This design comes from an exercise in tuning for a short achievable clock period and few clock cycles on the open sky130 flow, not from production work.
RTL that was checked went through simulation tests only; none was proved equivalent to the original.

==> inputs of cedar <==
## cpuCore
module cpuCore (
	input  logic                  clock,
	input  logic                  reset,
	output isaPkg::word_t         fetchAddress,
	input  isaPkg::word_t         instruction,
	output logic                  dataRead,
	output logic                  dataWrite,     
	output isaPkg::word_t         dataAddress,
	output isaPkg::word_t         dataWriteData,
	input  isaPkg::word_t         readData
);
clock: 8.5 ns
lec_check: 0
abc_clock_period_in_ps: 2500
cap_margin: 20
core_margin: 2
core_utilization: 40
setup_slack_margin: 5
slew_margin: 20
run.sh (not shown) runs the stock make flow with config.mk's settings and CLKGATE_MAP_FILE= SYNTH_SCRIPT=/design/flow/synth_recipe.tcl, a recipe that flattens the netlist after the stock synthesis.
==> inputs of yarrow, as changes to cedar <==
--- a/flow/design.v
+++ b/flow/design.v
@@ -89,21 +89,41 @@
 	output logic [31:0] readDataB,
 	input  logic        writeEnable,   
 	input  logic [4:0]  writeIndex,
 	input  logic [31:0] writeValue
 );
 	logic [31:0] regs [1:31];
+	logic [31:1] written;
+	logic [31:0] selA;          
+	logic [31:0] selB;
 	always_ff @(posedge clock) begin
 		if (reset) begin
-			for (int i = 1; i < 32; i++) regs[i] <= '0;
+			written <= '0;
 		end else if (writeEnable) begin
+			written[writeIndex] <= 1'b1;
+		end
+	end
+	always_ff @(posedge clock) begin
+		if (writeEnable) begin
 			regs[writeIndex] <= writeValue;
 		end
 	end
-	assign readDataA = (readIndexA == 5'd0) ? '0 : regs[readIndexA];
-	assign readDataB = (readIndexB == 5'd0) ? '0 : regs[readIndexB];
+	always_comb begin
+		selA = '0;
+		selB = '0;
+		for (int i = 1; i < 32; i++) begin
+			selA[i] = (readIndexA == 5'(i)) && written[i];
+			selB[i] = (readIndexB == 5'(i)) && written[i];
+		end
+		readDataA = '0;
+		readDataB = '0;
+		for (int i = 1; i < 32; i++) begin
+			readDataA = readDataA | ({32{selA[i]}} & regs[i]);
+			readDataB = readDataB | ({32{selB[i]}} & regs[i]);
+		end
+	end
 endmodule
 `timescale 1ns/100ps
 module cpuCore (
 	input  logic                  clock,
 	input  logic                  reset,
 	output isaPkg::word_t         fetchAddress,
@@ -197,13 +217,31 @@
 	assign dRegWrite = writesReg && (dDest != 5'd0);
 	always_comb begin
 		if (isLui)      immValue = {imm, 16'h0000};
 		else if (isOri) immValue = {16'h0000, imm};
 		else            immValue = {{16{imm[15]}}, imm};
 	end
-	assign branchTarget = pcPlus4 + {{14{imm[15]}}, imm};
+	logic [16:0] targetLow;
+	logic [13:0] targetHigh;
+	logic [13:0] pcHighUp;
+	logic [13:0] pcHighDown;
+	assign targetLow  = {1'b0, pcPlus4[15:0]} + {1'b0, imm};
+	always_comb begin
+		for (int i = 0; i < 14; i++) begin
+			pcHighUp[i]   = pcPlus4[16+i] ^ ((pcPlus4[16 +: 14] & ((14'd1 << i) - 14'd1)) == ((14'd1 << i) - 14'd1));
+			pcHighDown[i] = pcPlus4[16+i] ^ ((pcPlus4[16 +: 14] & ((14'd1 << i) - 14'd1)) == 14'd0);
+		end
+	end
+	always_comb begin
+		case ({imm[15], targetLow[16]})
+			2'b01:   targetHigh = pcHighUp;
+			2'b10:   targetHigh = pcHighDown;
+			default: targetHigh = pcPlus4[29:16];
+		endcase
+	end
+	assign branchTarget = {targetHigh, targetLow[15:0]};
 	assign jumpTarget   = {pcPlus4[29:26], instruction[25:0]};
 	assign flowTarget   = isJ ? jumpTarget : branchTarget;
 	assign histTaken    = history[pc[HIST_BITS-1:0]];
 	assign predTaken    = isJ || (isBr && (imm[15] || histTaken));
 	logic [31:0] rfA;
 	logic [31:0] rfB;
@@ -237,13 +275,15 @@
 	assign loadUse = exIsLoad && (((exDest == rs) && usesRs) || ((exDest == rt) && usesRt));
 	assign stall   = loadUse;
 	logic [31:0] sum;
 	logic        sltBit;
 	logic        operandsEqual;
 	logic        exTaken;
-	assign sum    = exA + exB + {31'd0, exCarryIn};
+	logic [32:0] sumWide;
+	assign sumWide = {exA, 1'b1} + {exB, exCarryIn};
+	assign sum     = sumWide[32:1];
 	assign sltBit = (exA[31] == exB[31]) ? exA[31] : sum[31];  
 	assign aluResult = ({32{exOpArith}} & sum)
 		| ({32{exOpAnd}} & (exA & exB))
 		| ({32{exOpOr}}  & (exA | exB))
 		| {31'd0, exOpSlt & sltBit};
 	assign operandsEqual = (exA == exRt);
==> flow/flow/run.sh (new file) <==
#!/bin/bash
set -euo pipefail
cd "$(dirname "${BASH_SOURCE[0]}")/.."
MARGIN=5.6
sed "s|CLKGATE_MAP_FILE= |CLKGATE_MAP_FILE= SETUP_SLACK_MARGIN=${MARGIN} |" standard.sh > standard_margin.sh
grep -q "SETUP_SLACK_MARGIN=${MARGIN}" standard_margin.sh
bash standard_margin.sh > make.log 2>&1
==> flow/standard.sh (new file) <==
#!/bin/bash
# synth_recipe.tcl (not shown) runs the flow's synth.tcl, then flattens the netlist and writes it again
# the make line also repeats each setting of config.mk as NAME=value (left out here)
make -C /OpenROAD-flow-scripts/flow DESIGN_CONFIG=/design/flow/config.mk WORK_HOME=/design/flow/orfs CLKGATE_MAP_FILE= SYNTH_SCRIPT=/design/flow/synth_recipe.tcl "${@:-finish}"
SETUP_SLACK_MARGIN = unset   (was 5)
removed: flow/run.sh
==> impl_metrics.env <==
export IMPL_wl_met2_microns=130000
export IMPL_r2r_start="pc[1]"
export IMPL_met2_usage=0.568
export IMPL_clk_share=0.0563
export IMPL_antenna_found_initial=21
export IMPL_cp_top_family="compound AO/OA/AOI/OAI gates"
export IMPL_synth_cell_types=86
export IMPL_largest_register_ffs=992
export IMPL_status="finished clean"
export IMPL_gp_congestion=1.00
export IMPL_synth_xor_area_share=0.0263
export IMPL_path_depth=21
# the run above: yarrow

==> impl_metrics.env <==
export IMPL_status="finished clean"
export IMPL_synth_cell_types=92
export IMPL_wl_met2_microns=118000
export IMPL_gp_congestion=0.906
export IMPL_r2r_start="pc[0]"
export IMPL_clk_share=0.0553
# the run above: cedar

Testbench counts of cedar, summed over its fixed seeds: cycles 29,046.
Function not checked in yarrow: the RTL went through the layout flow alone.

## re-timing with driven ports
The results above use ideal ports. As a check the final layouts listed here were re-extracted and re-timed, cells and wires unchanged.
Step 1: set_driving_cell puts a clkbuf_16 on clock and a buf_2 on each other input, an assumption about the parent block.
Step 2 adds t to the input delays and takes it off the output delays; t is the mean of the earliest and latest rising clock arrival at the registers after step 1. Input paths then give back, and output paths get back, about the clock's delay inside the block.
Slacks: no drivers / after step 1 / after step 2; pairs: no drivers / after step 1.
run	shift t [ns]	setup WS [ns]	hold WS [ns]	slew at the worst register clock pin (ns)	worst slew at a driven data input, ns
cedar	0.869	4.819 / 4.618 / 3.750	0.373 / 0.373 / 0.373	0.07 / 0.07	0.32
yarrow	0.903	3.655 / 3.691 / 2.788	0.357 / 0.357 / 0.357	0.07 / 0.07	0.21
After both steps every run listed still meets setup and hold. For cedar, which loses most, drivers alone change the setup slack by -0.201 ns; drivers and shift together by -1.069 ns.
